From an optimization exercise on the open Yosys and OpenROAD flow, aimed at small area, a short achievable clock period and few clock cycles per item; shortcuts taken in it are not production practice. RTL that was checked went through simulation tests only; none was proved equivalent to the original. Power and IR drop assume default switching activity.

==> flow/design.v <==
`timescale 1ns/1ps
module fft_top (
  input  logic                       clk,
  input  logic                       reset_i,
  input  logic                       in_valid_i,
  output logic                       in_ready_o,
  input  logic [2*(4 + 4)-1:0] in_sample_i,
  output logic                       out_valid_o,
  input  logic                       out_ready_i,
  output logic [2*(4 + 4)-1:0] out_bin_o,
  output logic                       out_last_o
);
  logic [3:0][15:0] d_q, s_q, hi_q;
  logic [15:0]      bk1_q, bk3_q, bk5_q, bk7_q;
  logic [8:0]       z_q;
  logic             c7_q;
  logic [15:0]      out_q;
  logic             out_v_q;
  logic [2:0] fc_q;       
  logic       pa_cur_q;   
  logic [2:0] pa_q;       
  logic       bk_rdy_q;   
  logic [2:0] ob_q;       
  logic       ir_q;       
  logic       rdy_q;      
  logic       vin_q;      
  logic [15:0] in_q;
  logic       st0_q, st1_q, w2_q, p2_q, p3_q, p4_q, p5_q, p6_q;
  logic       sa_d_q, sa_s0_q, sa_s1_q, sa_s2_q, sa_b1_q, sa_b3_q;
  logic       sb_d_q, sb_s1_q, sb_s2_q, sb_s3_q, sb_b5_q, sb_b7_q;
  logic       jx_q, j3_q;
  logic       evc_q;      
  logic fire, start, step1, out_acc, ev, jstep;
  logic op;
  assign fire    = in_valid_i && rdy_q;
  assign op      = vin_q && ir_q;
  assign start   = st0_q;
  assign step1   = st1_q;
  assign out_acc = !out_v_q || out_ready_i;
  assign ev      = out_acc && evc_q;
  assign jstep   = ev && !ob_q[2];
  logic [2:0] fc_n, pa_n, ob_n;
  logic       j1_done, j3_done;
  logic       pa_cur_n, bk_rdy_n, ir_n;
  always_comb begin
    fc_n = op ? fc_q + 3'd1 : fc_q;
    if (op && fc_q == 3'd7)
      pa_cur_n = 1'b0;
    else if (start)
      pa_cur_n = 1'b1;
    else
      pa_cur_n = pa_cur_q;
    if (start)
      pa_n = 3'd1;
    else if (step1)
      pa_n = 3'd2;
    else if (pa_q >= 3'd2 && pa_q <= 3'd6)
      pa_n = pa_q + 3'd1;
    else
      pa_n = pa_q;
    if (p3_q)
      bk_rdy_n = 1'b1;
    else if (jstep && ob_q == 3'd3)
      bk_rdy_n = 1'b0;
    else
      bk_rdy_n = bk_rdy_q;
    ob_n    = ev ? ob_q + 3'd1 : ob_q;
    j1_done = !bk_rdy_n || (!ob_n[2] && ob_n[1:0] != 2'd0);
    j3_done = !bk_rdy_n || (!ob_n[2] && ob_n[1:0] == 2'd3);
    case (fc_n)
      3'd0:             ir_n = (pa_n >= 3'd1);
      3'd1, 3'd2, 3'd3: ir_n = (pa_n >= 3'd2);
      3'd4, 3'd5:       ir_n = (pa_n >= 3'd4) && j1_done;
      3'd6:             ir_n = (pa_n >= 3'd4) && j3_done;
      default:          ir_n = pa_cur_n || (pa_n == 3'd7 && !bk_rdy_n);
    endcase
  end
  logic       w2_e, p2_e, p3_e, s1m_e;
  logic [2:0] ob_e;
  always_comb begin
    if (reset_i) begin
      w2_e = 1'b0;
      p2_e = 1'b0;
      p3_e = 1'b0;
      ob_e = 3'd0;
    end else begin
      w2_e = ((pa_n == 3'd7) && !bk_rdy_n && (fc_n == 3'd7) && !pa_cur_n) ||
             (pa_n == 3'd1);
      p2_e = (pa_n == 3'd2);
      p3_e = (pa_n == 3'd3);
      ob_e = ev ? ob_q + 3'd1 : ob_q;
    end
    s1m_e = w2_e || p2_e || p3_e;
  end
  always_ff @(posedge clk) begin
    sa_d_q  <= w2_e;
    sa_s0_q <= p2_e || (!s1m_e && ob_e[1:0] == 2'd0);
    sa_s1_q <= p3_e;
    sa_s2_q <= !s1m_e && ob_e[1:0] == 2'd2;
    sa_b1_q <= !s1m_e && ob_e[1:0] == 2'd1;
    sa_b3_q <= !s1m_e && ob_e[1:0] == 2'd3;
    sb_d_q  <= w2_e;
    sb_s2_q <= p2_e;
    sb_s3_q <= p3_e || (!s1m_e && ob_e[1:0] == 2'd2);
    sb_s1_q <= !s1m_e && ob_e[1:0] == 2'd0;
    sb_b5_q <= !s1m_e && ob_e[1:0] == 2'd1;
    sb_b7_q <= !s1m_e && ob_e[1:0] == 2'd3;
    jx_q    <= ob_e[1];
    j3_q    <= !s1m_e && ob_e[1:0] == 2'd3;
  end
  always_ff @(posedge clk) begin
    if (reset_i) begin
      fc_q     <= 3'd0;
      pa_cur_q <= 1'b0;
      pa_q     <= 3'd7;
      bk_rdy_q <= 1'b0;
      ob_q     <= 3'd0;
      out_v_q  <= 1'b0;
      evc_q    <= 1'b0;
      ir_q     <= 1'b1;
      rdy_q    <= 1'b1;
      vin_q    <= 1'b0;
      st0_q    <= 1'b0;
      st1_q    <= 1'b0;
      w2_q     <= 1'b0;
      p2_q     <= 1'b0;
      p3_q     <= 1'b0;
      p4_q     <= 1'b0;
      p5_q     <= 1'b0;
      p6_q     <= 1'b0;
    end else begin
      st0_q    <= (pa_n == 3'd7) && !bk_rdy_n && (fc_n == 3'd7) && !pa_cur_n;
      st1_q    <= (pa_n == 3'd1) && !pa_cur_n;
      w2_q     <= ((pa_n == 3'd7) && !bk_rdy_n && (fc_n == 3'd7) && !pa_cur_n) ||
                  (pa_n == 3'd1);
      p2_q     <= (pa_n == 3'd2);
      p3_q     <= (pa_n == 3'd3);
      p4_q     <= (pa_n == 3'd4);
      p5_q     <= (pa_n == 3'd5);
      p6_q     <= (pa_n == 3'd6);
      fc_q     <= fc_n;
      pa_cur_q <= pa_cur_n;
      pa_q     <= pa_n;
      bk_rdy_q <= bk_rdy_n;
      ir_q     <= ir_n;
      evc_q    <= (ev ? (ob_q[2] ^ (ob_q[1:0] == 2'd3)) : ob_q[2]) || bk_rdy_n;
      vin_q    <= rdy_q ? in_valid_i : vin_q;
      rdy_q    <= !(rdy_q ? in_valid_i : vin_q) || ir_n;
      if (ev) begin
        ob_q    <= ob_q + 3'd1;
        out_v_q <= 1'b1;
      end else if (out_acc) begin
        out_v_q <= 1'b0;
      end
    end
  end
  assign in_ready_o = rdy_q;
  always_ff @(posedge clk) begin
    if (!vin_q || ir_q)
      in_q <= in_sample_i;
  end
  logic [15:0] x_sum, x_dif;
  assign x_sum = {d_q[0][15:8] + in_q[15:8], d_q[0][7:0] + in_q[7:0]};
  assign x_dif = {d_q[0][15:8] - in_q[15:8], d_q[0][7:0] - in_q[7:0]};
  always_ff @(posedge clk) begin
    if (op) begin
      d_q[0] <= d_q[1];
      d_q[1] <= d_q[2];
      d_q[2] <= d_q[3];
      d_q[3] <= fc_q[2] ? x_dif : in_q;
    end
  end
  logic [1:0]  j;
  logic        s1m;
  logic [15:0] opa, opb2;
  logic [7:0]  bx, by;
  logic        c_p, c_m;
  logic [8:0]  t_p, t_m;
  logic [7:0]  s1_lr, s1_hr, s1_p, s1_m;
  assign j   = ob_q[1:0];
  assign s1m = w2_q || p2_q || p3_q;
  assign opa = ({16{sa_d_q}}  & d_q[1]) | ({16{sa_s0_q}} & s_q[0]) |
               ({16{sa_s1_q}} & s_q[1]) | ({16{sa_s2_q}} & s_q[2]) |
               ({16{sa_b1_q}} & bk1_q)  | ({16{sa_b3_q}} & bk3_q);
  assign opb2 = ({16{sb_d_q}}  & {d_q[3][7:0], d_q[3][15:8]}) |
                ({16{sb_s1_q}} & s_q[1]) | ({16{sb_s2_q}} & s_q[2]) |
                ({16{sb_s3_q}} & s_q[3]) | ({16{sb_b5_q}} & bk5_q) |
                ({16{sb_b7_q}} & bk7_q);
  assign bx = opb2[15:8];
  assign by = opb2[7:0];
  assign c_p   = j3_q && !c7_q;
  assign c_m   = !j3_q || c7_q;
  assign t_p   = {opa[7:0], 1'b1} + {by, c_p};
  assign t_m   = {opa[7:0], 1'b1} + {~by, c_m};
  assign s1_lr = opa[15:8] + bx;
  assign s1_hr = opa[15:8] - bx;
  assign s1_p  = t_p[8:1];
  assign s1_m  = t_m[8:1];
  logic              tw7, tw_nr;
  logic signed [7:0] tw_r, tw_i;
  logic signed [8:0] tw_z;
  logic signed [12:0] tw_m;
  logic [7:0]        tw_f;
  assign tw7   = p4_q || p5_q;
  assign tw_nr = p3_q || p4_q;
  assign tw_r  = tw7 ? bk7_q[15:8] : bk5_q[15:8];
  assign tw_i  = tw7 ? bk7_q[7:0]  : bk5_q[7:0];
  assign tw_z  = tw_nr ? {tw_i[7], tw_i} - {tw_r[7], tw_r} : {tw_i[7], tw_i} + {tw_r[7], tw_r};
  assign tw_m  = {{4{z_q[8]}}, z_q} * 13'd11;
  assign tw_f  = tw_m[11:4];
  always_ff @(posedge clk) begin
    z_q <= tw_z;
    if (p6_q)
      c7_q <= (z_q[3:0] == 4'd0);
  end
  always_ff @(posedge clk) begin
    if (start) begin
      bk1_q <= {s1_lr, s1_m};                       
      bk3_q <= {s1_hr, s1_p};                       
    end
    if (step1) begin
      bk5_q <= {s1_lr, s1_m};                       
      bk7_q <= {s1_hr, s1_p};                       
    end
    if (p3_q) bk5_q[15:8] <= tw_f;          
    if (p4_q) bk5_q[7:0]  <= tw_f;          
    if (p5_q) bk7_q[15:8] <= tw_f;          
    if (p6_q) bk7_q[7:0]  <= tw_f;          
  end
  always_ff @(posedge clk) begin
    if (op && fc_q[2])
      s_q[fc_q[1:0]] <= x_sum;
    if (p2_q) begin
      s_q[0] <= {s1_lr, s1_p};                      
      s_q[2] <= {s1_hr, s1_m};                      
    end
    if (p3_q) begin
      s_q[1] <= {s1_lr, s1_p};                      
      s_q[3] <= {s1_m, s1_hr};                      
    end
  end
  logic [15:0] x_lo, x_hi;
  assign x_lo = {s1_lr, jx_q ? s1_m : s1_p};
  assign x_hi = {s1_hr, jx_q ? s1_p : s1_m};
  always_ff @(posedge clk) begin
    if (ev) begin
      out_q      <= ob_q[2] ? hi_q[0] : x_lo;
      hi_q[0]    <= hi_q[1];
      hi_q[1]    <= hi_q[2];
      hi_q[2]    <= hi_q[3];
      hi_q[3]    <= x_hi;
    end
  end
  assign out_valid_o = out_v_q;
  assign out_bin_o   = out_q;
  assign out_last_o  = (ob_q == 3'd0);
endmodule
export LEC_CHECK = 0
export ABC_AREA = 1
export CAP_MARGIN = 20
export CORE_MARGIN = 2
export CORE_UTILIZATION = 40
export CTS_CLUSTER_DIAMETER = 100
export CTS_CLUSTER_SIZE = 24
export SETUP_SLACK_MARGIN = 3.0
export SLEW_MARGIN = 20
create_clock -name core_clock -period 6.0 [get_ports {clk}]
run.sh (not shown) runs the stock make flow with config.mk's settings and CLKGATE_MAP_FILE= SYNTH_SCRIPT=/design/flow/synth_recipe.tcl, a recipe that flattens the netlist after the stock synthesis.
==> next run, changes <==
--- a/flow/design.v
+++ b/flow/design.v
@@ -18,10 +18,11 @@
   logic             out_v_q;
   logic [2:0] fc_q;       
   logic       pa_cur_q;   
   logic [2:0] pa_q;       
   logic       bk_rdy_q;   
+  logic [2:0] jc_q;       
   logic [2:0] ob_q;       
   logic       ir_q;       
   logic       rdy_q;      
   logic       vin_q;      
   logic [15:0] in_q;
@@ -37,12 +38,11 @@
   assign start   = st0_q;
   assign step1   = st1_q;
   assign out_acc = !out_v_q || out_ready_i;
   assign ev      = out_acc && evc_q;
   assign jstep   = ev && !ob_q[2];
-  logic [2:0] fc_n, pa_n, ob_n;
-  logic       j1_done, j3_done;
+  logic [2:0] fc_n, pa_n, jc_n;
   logic       pa_cur_n, bk_rdy_n, ir_n;
   always_comb begin
     fc_n = op ? fc_q + 3'd1 : fc_q;
     if (op && fc_q == 3'd7)
       pa_cur_n = 1'b0;
@@ -62,18 +62,21 @@
       bk_rdy_n = 1'b1;
     else if (jstep && ob_q == 3'd3)
       bk_rdy_n = 1'b0;
     else
       bk_rdy_n = bk_rdy_q;
-    ob_n    = ev ? ob_q + 3'd1 : ob_q;
-    j1_done = !bk_rdy_n || (!ob_n[2] && ob_n[1:0] != 2'd0);
-    j3_done = !bk_rdy_n || (!ob_n[2] && ob_n[1:0] == 2'd3);
+    if (p3_q)
+      jc_n = 3'd0;
+    else if (jstep)
+      jc_n = jc_q + 3'd1;
+    else
+      jc_n = jc_q;
     case (fc_n)
       3'd0:             ir_n = (pa_n >= 3'd1);
       3'd1, 3'd2, 3'd3: ir_n = (pa_n >= 3'd2);
-      3'd4, 3'd5:       ir_n = (pa_n >= 3'd4) && j1_done;
-      3'd6:             ir_n = (pa_n >= 3'd4) && j3_done;
+      3'd4, 3'd5:       ir_n = (pa_n >= 3'd4) && (jc_n >= 3'd1);
+      3'd6:             ir_n = (pa_n >= 3'd4) && (jc_n >= 3'd3);
       default:          ir_n = pa_cur_n || (pa_n == 3'd7 && !bk_rdy_n);
     endcase
   end
   logic       w2_e, p2_e, p3_e, s1m_e;
   logic [2:0] ob_e;
@@ -112,10 +115,11 @@
     if (reset_i) begin
       fc_q     <= 3'd0;
       pa_cur_q <= 1'b0;
       pa_q     <= 3'd7;
       bk_rdy_q <= 1'b0;
+      jc_q     <= 3'd4;
       ob_q     <= 3'd0;
       out_v_q  <= 1'b0;
       evc_q    <= 1'b0;
       ir_q     <= 1'b1;
       rdy_q    <= 1'b1;
@@ -140,10 +144,11 @@
       p6_q     <= (pa_n == 3'd6);
       fc_q     <= fc_n;
       pa_cur_q <= pa_cur_n;
       pa_q     <= pa_n;
       bk_rdy_q <= bk_rdy_n;
+      jc_q     <= jc_n;
       ir_q     <= ir_n;
       evc_q    <= (ev ? (ob_q[2] ^ (ob_q[1:0] == 2'd3)) : ob_q[2]) || bk_rdy_n;
       vin_q    <= rdy_q ? in_valid_i : vin_q;
       rdy_q    <= !(rdy_q ? in_valid_i : vin_q) || ir_n;
       if (ev) begin
Outcome: The changed run produced a clean layout. Routed wire length went down by 4.0%. Critical path depth went down by 5. Synthesized area stays flat. Fmax went up by 1.9%. Final area went down by 2.1%. Non-clock buffer count went down by 25. Clock-buffer cell count went up by 1. Setup slack improves by 0.055 ns. Power went up by 17%. Via count went down by 2.0%. Synthesized cell count went up by 0.84%.
Testbench counts after the change, summed over its fixed seeds: cycles 4,200, frames 512.
No functional check of the RTL was part of the first run of this note.

========
Setup of JK:
Another version of the RTL of fft_top (not shown whole).
Size: ~1,700 cells after synthesis, about 19,000 sq um of cells after synthesis.
Settings: LEC_CHECK=0, CAP_MARGIN=20, CORE_MARGIN=2, CORE_UTILIZATION=40, SETUP_SLACK_MARGIN=3.2, SLEW_MARGIN=20; clock period 6.0 ns.
Changes in TR relative to JK:
-- flow/design.v --
<<< JK, line 24
  logic [2:0] ob_q;       
  logic       ir_q;       
  logic       st0_q, st1_q, w2_q, p2_q, p3_q, p4_q, p5_q, p6_q;
  logic fire, start, step1, out_acc, ev, jstep;
  assign fire    = in_valid_i && ir_q;
  assign start   = st0_q;
  assign step1   = st1_q;
  assign out_acc = !out_v_q || out_ready_i;
  assign ev      = out_acc && (ob_q[2] || bk_rdy_q);
>>> TR, line 24
  logic [2:0] ob_q;       
  logic       ir_q;       
  logic fire, start, step1, out_acc, ev, jstep;
  assign fire    = in_valid_i && ir_q;
  assign start   = (pa_q == 3'd7) && !bk_rdy_q && (fc_q == 3'd7) && !pa_cur_q;
  assign step1   = (pa_q == 3'd1) && !pa_cur_q;
  assign out_acc = !out_v_q || out_ready_i;
  assign ev      = out_acc && (ob_q[2] || bk_rdy_q);
<<< JK, line 50
    else
      pa_n = pa_q;
    if (p3_q)
      bk_rdy_n = 1'b1;
    else if (jstep && ob_q == 3'd3)
>>> TR, line 49
    else
      pa_n = pa_q;
    if (pa_q == 3'd3)
      bk_rdy_n = 1'b1;
    else if (jstep && ob_q == 3'd3)
<<< JK, line 56
    else
      bk_rdy_n = bk_rdy_q;
    if (p3_q)
      jc_n = 3'd0;
    else if (jstep)
>>> TR, line 55
    else
      bk_rdy_n = bk_rdy_q;
    if (pa_q == 3'd3)
      jc_n = 3'd0;
    else if (jstep)
<<< JK, line 80
      out_v_q  <= 1'b0;
      ir_q     <= 1'b1;
      st0_q    <= 1'b0;
      st1_q    <= 1'b0;
      w2_q     <= 1'b0;
      p2_q     <= 1'b0;
      p3_q     <= 1'b0;
      p4_q     <= 1'b0;
      p5_q     <= 1'b0;
      p6_q     <= 1'b0;
    end else begin
      st0_q    <= (pa_n == 3'd7) && !bk_rdy_n && (fc_n == 3'd7) && !pa_cur_n;
      st1_q    <= (pa_n == 3'd1) && !pa_cur_n;
      w2_q     <= ((pa_n == 3'd7) && !bk_rdy_n && (fc_n == 3'd7) && !pa_cur_n) ||
                  (pa_n == 3'd1);
      p2_q     <= (pa_n == 3'd2);
      p3_q     <= (pa_n == 3'd3);
      p4_q     <= (pa_n == 3'd4);
      p5_q     <= (pa_n == 3'd5);
      p6_q     <= (pa_n == 3'd6);
      fc_q     <= fc_n;
      pa_cur_q <= pa_cur_n;
>>> TR, line 79
      out_v_q  <= 1'b0;
      ir_q     <= 1'b1;
    end else begin
      fc_q     <= fc_n;
      pa_cur_q <= pa_cur_n;
<<< JK, line 128
  logic [7:0]  bx, by;
  logic [15:0] s1_lo, s1_hi;
  assign w2  = w2_q;
  assign opa = w2 ? d_q[1] : p2_q ? s_q[0] : s_q[1];
  assign opb = w2 ? d_q[3] : p2_q ? s_q[2] : s_q[3];
  assign bx  = w2 ? opb[7:0]  : opb[15:8];
  assign by  = w2 ? opb[15:8] : opb[7:0];
>>> TR, line 110
  logic [7:0]  bx, by;
  logic [15:0] s1_lo, s1_hi;
  assign w2  = start || (pa_q == 3'd1);
  assign opa = w2 ? d_q[1] : (pa_q == 3'd2) ? s_q[0] : s_q[1];
  assign opb = w2 ? d_q[3] : (pa_q == 3'd2) ? s_q[2] : s_q[3];
  assign bx  = w2 ? opb[7:0]  : opb[15:8];
  assign by  = w2 ? opb[15:8] : opb[7:0];
<<< JK, line 140
  logic signed [12:0] tw_m;
  logic [7:0]        tw_f;
  assign tw7   = p4_q || p5_q;
  assign tw_nr = p3_q || p4_q;
  assign tw_r  = tw7 ? bk7_q[15:8] : bk5_q[15:8];
  assign tw_i  = tw7 ? bk7_q[7:0]  : bk5_q[7:0];
>>> TR, line 122
  logic signed [12:0] tw_m;
  logic [7:0]        tw_f;
  assign tw7   = (pa_q == 3'd4) || (pa_q == 3'd5);
  assign tw_nr = (pa_q == 3'd3) || (pa_q == 3'd4);
  assign tw_r  = tw7 ? bk7_q[15:8] : bk5_q[15:8];
  assign tw_i  = tw7 ? bk7_q[7:0]  : bk5_q[7:0];
<<< JK, line 149
  always_ff @(posedge clk) begin
    z_q <= tw_z;
    if (p6_q)
      c7_q <= (z_q[3:0] == 4'd0);
  end
>>> TR, line 131
  always_ff @(posedge clk) begin
    z_q <= tw_z;
    if (pa_q == 3'd6)
      c7_q <= (z_q[3:0] == 4'd0);
  end
<<< JK, line 161
      bk7_q <= s1_hi;                               
    end
    if (p3_q) bk5_q[15:8] <= tw_f;          
    if (p4_q) bk5_q[7:0]  <= tw_f;          
    if (p5_q) bk7_q[15:8] <= tw_f;          
    if (p6_q) bk7_q[7:0]  <= tw_f;          
  end
  always_ff @(posedge clk) begin
    if (fire && fc_q[2])
      s_q[fc_q[1:0]] <= x_sum;
    if (p2_q) begin
      s_q[0] <= s1_lo;                              
      s_q[2] <= s1_hi;                              
    end
    if (p3_q) begin
      s_q[1] <= s1_lo;                              
      s_q[3] <= {s1_hi[7:0], s1_hi[15:8]};          
>>> TR, line 143
      bk7_q <= s1_hi;                               
    end
    if (pa_q == 3'd3) bk5_q[15:8] <= tw_f;          
    if (pa_q == 3'd4) bk5_q[7:0]  <= tw_f;          
    if (pa_q == 3'd5) bk7_q[15:8] <= tw_f;          
    if (pa_q == 3'd6) bk7_q[7:0]  <= tw_f;          
  end
  always_ff @(posedge clk) begin
    if (fire && fc_q[2])
      s_q[fc_q[1:0]] <= x_sum;
    if (pa_q == 3'd2) begin
      s_q[0] <= s1_lo;                              
      s_q[2] <= s1_hi;                              
    end
    if (pa_q == 3'd3) begin
      s_q[1] <= s1_lo;                              
      s_q[3] <= {s1_hi[7:0], s1_hi[15:8]};          
--- outcome ---
Count of mapped cells out of synthesis | TR above JK
[diff] internal power, TR relative to JK: regression
Between TR and JK, the sequential cell area share figures differ only marginally.
Changes observed in TR relative to JK: number of sinks handled by clock tree synthesis lower; global-route track usage on met2 roughly the same; largest fanout on the critical path lower.
Final cycle utilization of the critical path ends up higher on TR.
Of TR and JK, the run reporting the higher global-route track usage on met3 was TR.
TR improves on JK in clock network power consumption.
The lower synthesized area came out of TR.
Routed length on met1 essentially unchanged between TR and JK.
No run of this note included a check of the RTL's function; only the layout flow was run.

-- what the ideal ports hide --
The flow's constraints put no driver on any port. The routed layouts listed below were extracted and timed again, unchanged, in two steps. Step 1 sets driving cells, clkbuf_16 on the clock port and buf_2 on the other inputs (assumed; they add their load-dependent delay and slew). Step 2 adds t to the input delays and takes it off the output delays; t is the mean of the earliest and latest rising clock arrival at the registers after step 1. Input paths then give back, and output paths get back, about the clock's delay inside the block. a / b / c = no drivers / after step 1 / after step 2; a / b = the first two.
run	t (ns)	setup slack, ns	worst hold slack (ns)	worst setup path after step 2
the first run of note 1	0.594	3.021 / 3.021 / 2.680	0.424 / 0.424 / 0.424	input to register
the second run of note 1	0.573	3.076 / 3.043 / 2.647	0.420 / 0.420 / 0.420	input to register
JK	0.599	2.569 / 2.569 / 2.569	0.412 / 0.412 / 0.412	register to register
TR	0.603	2.301 / 2.301 / 2.279	0.417 / 0.417 / 0.417	input to register
After both steps every run listed still meets setup and hold. For the second run of note 1, which loses most, drivers alone change the setup slack by -0.033 ns; drivers and shift together by -0.429 ns.
